Context: an optimization exercise on an open-source flow, tuned for small area. The choices shown serve that exercise and are no tape-out recipe.
Only simulation tests tie the RTL to the original design; equivalence was not proved.
No activity file was given, so power comes from the tool's default toggle rates.

==> design/flow/design.v <==
package baby_vga_pkg;
    typedef enum logic [1:0] {
        acc_byte = 2'b00,   
        acc_half = 2'b01,   
        acc_word = 2'b10,   
        acc_none = 2'b11    
    } access_t;
    localparam int num_cols = 32;
    localparam int num_rows = 16;
    typedef logic [num_cols-1:0] row_t;
    typedef logic [$clog2(num_rows)-1:0] row_addr_t;
    localparam int def_col_clks  = 32;    
    localparam int def_row_lines = 48;    
    localparam int def_h_front = 24;
    localparam int def_h_sync  = 136;
    localparam int def_h_back  = 160;
    localparam int def_v_front = 3;
    localparam int def_v_sync  = 6;
    localparam int def_v_back  = 29;
endpackage
module bus_port (
    input  logic                    clk,
    input  logic                    rst_n,
    input  logic [5:0]              address,        
    input  baby_vga_pkg::access_t   data_write_n,
    input  baby_vga_pkg::access_t   data_read_n,
    input  logic [31:0]             data_in,
    input  baby_vga_pkg::row_t      rd_data,        
    output logic                    wr_en,          
    output baby_vga_pkg::row_addr_t wr_row,
    output baby_vga_pkg::row_t      wr_data,
    output logic                    rd_en,          
    output baby_vga_pkg::row_addr_t rd_row,         
    output baby_vga_pkg::row_t      data_out,
    output logic                    data_ready
);
    logic rd_stage1;   
    logic rd_stage2;   
    logic rd_strobe;   
    assign wr_en   = (data_write_n == baby_vga_pkg::acc_word);   
    assign wr_row  = address[5:2];
    assign wr_data = data_in;
    assign rd_strobe = (data_read_n == baby_vga_pkg::acc_word) && !rd_stage1 && !rd_stage2;
    assign rd_en = rd_stage1;   
    always_ff @(posedge clk) begin
        if (!rst_n) begin
            rd_stage1  <= 1'b0;
            rd_stage2  <= 1'b0;
            data_ready <= 1'b0;
        end else begin
            rd_stage1  <= rd_strobe;
            rd_stage2  <= rd_stage1;
            data_ready <= rd_stage2;   
        end
    end
    always_ff @(posedge clk) begin
        if (rd_strobe) begin
            rd_row <= address[5:2];
        end
    end
    always_ff @(posedge clk) begin
        if (rd_stage2) begin
            data_out <= rd_data;
        end
    end
endmodule
module frame_store (
    input  logic                    clk,
    input  logic                    rst_n,
    input  logic                    wr_en,       
    input  baby_vga_pkg::row_addr_t wr_row,
    input  baby_vga_pkg::row_t      wr_data,
    input  logic                    rd_en,       
    input  baby_vga_pkg::row_addr_t rd_row,
    input  baby_vga_pkg::row_addr_t row,         
    output baby_vga_pkg::row_t      rd_data,
    output baby_vga_pkg::row_t      disp_data
);
    baby_vga_pkg::row_t mem [baby_vga_pkg::num_rows];
    always_ff @(posedge clk) begin
        if (!rst_n) begin
            for (int i = 0; i < baby_vga_pkg::num_rows; i++) begin
                mem[i] <= '0;   
            end
        end else if (wr_en) begin
            mem[wr_row] <= wr_data;
        end
    end
    always_ff @(posedge clk) begin
        if (rd_en) begin
            rd_data <= mem[rd_row];
        end
    end
    assign disp_data = mem[row];
endmodule
module vga_timing #(
    parameter int col_clks      = 32,    
    parameter int row_lines     = 48,    
    parameter int h_front_clks  = 24,    
    parameter int h_sync_clks   = 136,   
    parameter int h_back_clks   = 160,   
    parameter int v_front_lines = 3,     
    parameter int v_sync_lines  = 6,     
    parameter int v_back_lines  = 29     
) (
    input  logic                    clk,
    input  logic                    rst_n,
    output logic [4:0]              col,      
    output baby_vga_pkg::row_addr_t row,      
    output logic                    h_sync,   
    output logic                    v_sync,   
    output logic                    blank     
);
    localparam int h_blank = h_front_clks + h_sync_clks + h_back_clks;
    localparam int v_blank = v_front_lines + v_sync_lines + v_back_lines;
    localparam int h_max = (col_clks > h_blank) ? col_clks : h_blank;
    localparam int v_max = (row_lines > v_blank) ? row_lines : v_blank;
    localparam int h_w   = $clog2(h_max + 1);
    localparam int v_w   = $clog2(v_max + 1);
    localparam int cw = $clog2(baby_vga_pkg::num_cols + 1);   
    localparam int rw = $clog2(baby_vga_pkg::num_rows + 1);   
    logic [h_w-1:0] h_cnt;    
    logic [cw-1:0]  col_q;    
    logic [v_w-1:0] v_cnt;    
    logic [rw-1:0]  row_q;    
    logic h_in_blank;   
    logic v_in_blank;   
    logic h_end;        
    logic line_end;     
    logic v_end;        
    logic frame_end;    
    assign h_in_blank = (col_q == cw'(baby_vga_pkg::num_cols));
    assign v_in_blank = (row_q == rw'(baby_vga_pkg::num_rows));
    assign h_end     = h_in_blank ? (h_cnt == h_w'(h_blank - 1))
                                  : (h_cnt == h_w'(col_clks - 1));
    assign line_end  = h_end && h_in_blank;
    assign v_end     = v_in_blank ? (v_cnt == v_w'(v_blank - 1))
                                  : (v_cnt == v_w'(row_lines - 1));
    assign frame_end = v_end && v_in_blank;
    always_ff @(posedge clk) begin
        if (!rst_n) begin
            h_cnt <= '0;
            col_q <= '0;   
        end else if (h_end) begin
            h_cnt <= '0;
            col_q <= line_end ? '0 : col_q + 1'b1;
        end else begin
            h_cnt <= h_cnt + 1'b1;
        end
    end
    always_ff @(posedge clk) begin
        if (!rst_n) begin
            v_cnt <= '0;
            row_q <= '0;
        end else if (line_end) begin
            if (v_end) begin
                v_cnt <= '0;
                row_q <= frame_end ? '0 : row_q + 1'b1;
            end else begin
                v_cnt <= v_cnt + 1'b1;
            end
        end
    end
    assign h_sync = !(h_in_blank && (h_cnt >= h_w'(h_front_clks))
                      && (h_cnt < h_w'(h_front_clks + h_sync_clks)));
    assign v_sync = !(v_in_blank && (v_cnt >= v_w'(v_front_lines))
                      && (v_cnt < v_w'(v_front_lines + v_sync_lines)));
    assign blank = h_in_blank || v_in_blank;
    assign col = col_q[4:0];
    assign row = row_q[3:0];
endmodule
module pixel_out (
    input  logic               clk,
    input  logic               rst_n,
    input  logic [4:0]         col,         
    input  baby_vga_pkg::row_t disp_data,   
    input  logic               blank,
    input  logic               h_sync,      
    input  logic               v_sync,      
    output logic [7:0]         uo_out
);
    logic pixel;   
    assign pixel = blank ? 1'b0 : disp_data[col];
    always_ff @(posedge clk) begin
        if (!rst_n) begin
            uo_out <= 8'b1000_1000;   
        end else begin
            uo_out <= {h_sync, {3{pixel}}, v_sync, {3{pixel}}};
        end
    end
endmodule
module baby_vga #(
    parameter int col_clks  = baby_vga_pkg::def_col_clks,    
    parameter int row_lines = baby_vga_pkg::def_row_lines,   
    parameter int h_front   = baby_vga_pkg::def_h_front,     
    parameter int h_sync    = baby_vga_pkg::def_h_sync,      
    parameter int h_back    = baby_vga_pkg::def_h_back,      
    parameter int v_front   = baby_vga_pkg::def_v_front,     
    parameter int v_sync    = baby_vga_pkg::def_v_sync,      
    parameter int v_back    = baby_vga_pkg::def_v_back       
) (
    input  logic                  clk,
    input  logic                  rst_n,          
    input  logic [5:0]            address,        
    input  logic [31:0]           data_in,        
    input  logic [1:0]            data_write_n,   
    input  logic [1:0]            data_read_n,    
    output logic [31:0]           data_out,       
    output logic                  data_ready,     
    output logic [7:0]            uo_out          
);
    logic                     wr_en;
    baby_vga_pkg::row_addr_t  wr_row;
    baby_vga_pkg::row_t       wr_data;
    logic                     rd_en;
    baby_vga_pkg::row_addr_t  rd_row;
    baby_vga_pkg::row_t       rd_data;
    logic [4:0]               col;         
    baby_vga_pkg::row_addr_t  row;         
    logic                     hsync_l;     
    logic                     vsync_l;     
    logic                     blank;       
    baby_vga_pkg::row_t       disp_data;   
    bus_port bus_i (
        .clk        (clk),
        .rst_n      (rst_n),
        .address    (address),
        .data_write_n(baby_vga_pkg::access_t'(data_write_n)),
        .data_read_n(baby_vga_pkg::access_t'(data_read_n)),
        .data_in    (data_in),
        .rd_data    (rd_data),
        .wr_en      (wr_en),
        .wr_row     (wr_row),
        .wr_data    (wr_data),
        .rd_en      (rd_en),
        .rd_row     (rd_row),
        .data_out   (data_out),
        .data_ready (data_ready)
    );
    frame_store store_i (
        .clk      (clk),
        .rst_n    (rst_n),
        .wr_en    (wr_en),
        .wr_row   (wr_row),
        .wr_data  (wr_data),
        .rd_en    (rd_en),
        .rd_row   (rd_row),
        .row      (row),
        .rd_data  (rd_data),
        .disp_data(disp_data)
    );
    vga_timing #(
        .col_clks     (col_clks),
        .row_lines    (row_lines),
        .h_front_clks (h_front),
        .h_sync_clks  (h_sync),
        .h_back_clks  (h_back),
        .v_front_lines(v_front),
        .v_sync_lines (v_sync),
        .v_back_lines (v_back)
    ) timing_i (
        .clk   (clk),
        .rst_n (rst_n),
        .col   (col),
        .row   (row),
        .h_sync(hsync_l),
        .v_sync(vsync_l),
        .blank (blank)
    );
    pixel_out pixel_i (
        .clk      (clk),
        .rst_n    (rst_n),
        .col      (col),
        .disp_data(disp_data),
        .blank    (blank),
        .h_sync   (hsync_l),
        .v_sync   (vsync_l),
        .uo_out   (uo_out)
    );
endmodule
==> design/flow/run.sh <==
#!/bin/bash
# synth_recipe.tcl (not shown) runs the flow's synth.tcl, then flattens the netlist and writes it again
# the make line also repeats each setting of config.mk as NAME=value (left out here)
make -C /OpenROAD-flow-scripts/flow DESIGN_CONFIG=/design/flow/config.mk WORK_HOME=/design/flow/orfs CLKGATE_MAP_FILE= SYNTH_SCRIPT=/design/flow/synth_recipe.tcl finish
==> design/flow/config.mk <==
export PLATFORM = sky130hd
export DESIGN_NAME = baby_vga
export DESIGN_NICKNAME = baby_vga
export VERILOG_FILES = /design/flow/design.v
export SDC_FILE = /design/flow/constraint.sdc
export NUM_CORES = 4
export LEC_CHECK = 0
export CAP_MARGIN = 20
export CORE_MARGIN = 2
export CORE_UTILIZATION = 40
export SLEW_MARGIN = 20
==> design/flow/constraint.sdc <==
create_clock -name core_clock -period 10.0 [get_ports {clk}]
set_input_delay 2.0000 -clock core_clock [delete_from_list [all_inputs] [get_ports {clk}]]
set_output_delay 2.0000 -clock core_clock [all_outputs]
set_load 0.01 [all_outputs]
==> out/metrics.csv <==
metric,value,unit
run status,timing/DRC/antenna clean,
Port-buffer cells,82,
RSZ-0062 raised after global routing,no,
number of synthesized flops with an enable pin,580,
Final Max Slew Viols,0,
GRT Total Usage,0.241,
"Hold Vio Cnt, Final",0,
mapped cell area,31400,µm²
Final ANT Viol Nets,0,
H-tree Lvls,3,
DRC violations left,0,
post-synth top area cell,edfxtp_1,
post-synthesis net count,2022,
endpoint class of the critical path,flip-flop,
IO Pins,85,
Syn Inst Count,1970,
crit path kind,in -> reg,
crit-path max FO,18,
Fillers,6763,
CTS tree,done,
wire per inst,31.3,µm
Max Cap Viol,0,
multi-input logic area,12300,µm²
Synth cell types,70,
gpl congestion,0.804,
cts bufs inserted,71,
Final Cycle Share,0.445,
vias per cell,6.05,
initial antenna violation count,8,
Max Freq,0.225,GHz
hpwl dp,54300,µm
CTS Sinks,616,
Non-Filler Instances,3102,
crit start category,primary input,
fraction of layout cells with a size suffix above 1,0.211,
DRT Pass-1 Iters,6,
"Clk pin slew, worst setup/hold paths",50,ps
root buffer cell,clkbuf_16,
Pwr per Cell Area,167,nW/µm²
relative slew slack,0.261,
"Seq/Total Area, Yosys",0.578,
number of global-route vias before repair,19400,
first-pass GRT wire length,138000,µm
post-route setup TNS,0,ps
num rows,102,
CP Data Arrival Time,4710,ps
1st-iter DRT viols,2342,
Synth area leaders,"edfxtp_1 56%, mux4_2 16%, and2_1 10%",
final wirelength,97000,µm
synth warn,4,
Initial Util,0.404,
full die area,80700,µm²
Setup-failing EPs final,0,
Register Area,18100,µm²
most frequent cells in the layout,"580 x edfxtp_1, 515 x and2_1, 222 x mux4_2, 81 x clkdlybuf4s50_1, 75 x clkbuf_16",
"Avg Cell Area, Syn",15.9,µm²
Post-CTS Resized,0,
Tmin final,4450,ps
Tightest Pin Transition,1110,ps
asr flop ratio synth,0,
Post-layout nets,2056,
CTS Hold Bufs,0,
total grt overflow,0,
largest net degree at the start of global routing,75,
Layout Skew,24.6,ps
Synth top area share,0.555,
Worst-Skew Late Latency,620,ps
slowest library cell on the worst path,o21ai_4,
"Setup Fix Bufs, Post-CTS",0,
standby leakage power,0.0116,µW
Core ar.,77600,µm²
CP required,10250,ps
Hold Path Class,reg -> reg,
dpl cells,2971,
Post-synth top flop,edfxtp_1,
"most common cell after layout, fill and taps aside",edfxtp_1,
vias after detailed routing,18800,
die height,284,µm
crit-path max cell delay,950,ps
area grow syn2layout,12.4,%
crit-path cells,"clkdlybuf4s50_1, and3b_1, nand3_1, o21ai_4, buf_4",
Max Root-Sink Buffers,3,
Seq cells post-synth,616,
maximum vdd drop,0.000104,V
die width,284,µm
flip-flops by register name, indices dropped and copies added, names as in the netlist, named ones only:
| name | flops |
|---|---|
| store_i.mem | 512 |
| bus_i.data_out | 32 |
| store_i.rd_data | 32 |
| timing_i.h_cnt | 9 |
| timing_i.col_q | 6 |
| timing_i.v_cnt | 6 |
| timing_i.row_q | 5 |
| bus_i.rd_row | 4 |
| pixel_i.uo_out | 3 |
| bus_i.data_ready | 1 |
| bus_i.rd_stage1 | 1 |
| bus_i.rd_stage2 | 1 |
through the flow:
stage          total power, µW  hold slack [ps]  worst slack, ps  area, µm²  utilization
2_1_floorplan             3280              400             4620      31400            -
3_3_place_gp              3450              404             5030      33100        0.427
3_5_place_dp              3470              406             4950      33100        0.427
4_1_cts                   5920              418             5600      35300        0.454
5_1_grt                   6040              422             5440      35300        0.454
6_report                  5880              418             5550      35300        0.455
report_power, final:
part	internal, µW	switching [µW]	total, µW
Clock	1410	1050	2470
Sequential	2950	62.5	3010
Combinational	180	224	404
Total	4540	1340	5880
final timing paths:
| check | from | end | slack (ps) | depth (start not counted) |
|---|---|---|---|---|
| min | store_i.rd_data[0] | bus_i.data_out[0] | 420 | 0 |
| min reg2reg | store_i.rd_data[0] | bus_i.data_out[0] | 420 | 0 |
| max | data_write_n[1] | store_i.mem[7][16] | 5550 | 5 |
| max reg2reg | flip-flop | pixel_i.uo_out[6] | 5690 | 9 |
routing by layer:
metal | GRT usage | wire [µm] | part of all wire
met5 | 0 | 26 | 0.00027
met4 | 0.0826 | 3060 | 0.032
met3 | 0.0547 | 9610 | 0.099
met2 | 0.379 | 45000 | 0.46
met1 | 0.330 | 39300 | 0.41
layout make-up:
| cell class | instances | share of cell area |
|---|---|---|
| Antenna cell | 4 | 0.000284 |
| Clock buffer | 96 | 0.0563 |
| Clock inverter | 31 | 0.00482 |
| Inverter | 13 | 0.00138 |
| Multi-Input combinational cell | 1163 | 0.350 |
| Sequential cell | 616 | 0.515 |
| Tap cell | 1040 | 0.0369 |
| Timing Repair Buffer | 139 | 0.0357 |
worst max-delay path, delay by kind of cell:
| family | cells | cell delay (ps) |
|---|---|---|
| buf+inv | 2 | 1000 |
| simple gates | 2 | 730 |
| compound gates | 1 | 950 |
cells in the mapped netlist, types with 10 or more instances:
cell type / number
nand3_1: 23
inv_1: 12
buf_12: 11
nand2_1: 47
mux4_2: 222
nor2_1: 59
a21oi_1: 12
o21ai_0: 21
clkbuf_8: 15
nand4_1: 11
mux2i_1: 43
clkbuf_1: 112
and2_1: 515
mux4_1: 52
mux2_2: 11
buf_1: 12
edfxtp_1: 580
dfxtp_1: 36
nand2b_1: 10
xor2_1: 15
a221oi_1: 11
buf_2: 14
nor3_1: 11
logic make-up (layout without fill, tap and decap cells):
kind of cell	after synthesis	after routing	synth area share
xor gates and xnor gates	20	20	0.00558
adders and majority gates	8	8	0.00319
other	0	4	0
DFF	616	616	0.578
AOI/OAI and AO/OA	100	100	0.0234
and+or+nand+nor	707	707	0.133
buffers and inverters	191	279	0.0367
muxes	328	328	0.221

-- separate check: timing with driven ports --
The results above use ideal ports. As a check the final layout listed here was re-extracted and re-timed, cells and wires unchanged.
Step 1: set_driving_cell puts a clkbuf_16 on clk and a buf_2 on each other input, an assumption about the parent block.
Step 2 moves the port delays by t, midway between the first and last clock arrival at a register: inputs arrive t later, outputs are due t later. That takes back most of the time a late clock gives input paths.
Three values: ideal, step 1, step 2; two values: the first two.
shift t [ns]: 0.680
slack for setup (ns): 5.546 / 5.591 / 4.911
worst hold slack (ns): 0.418 / 0.418 / 0.418
After both steps this run still meets setup and hold. The setup slack of this run moves by +0.045 ns with the drivers and by -0.635 ns with both steps.
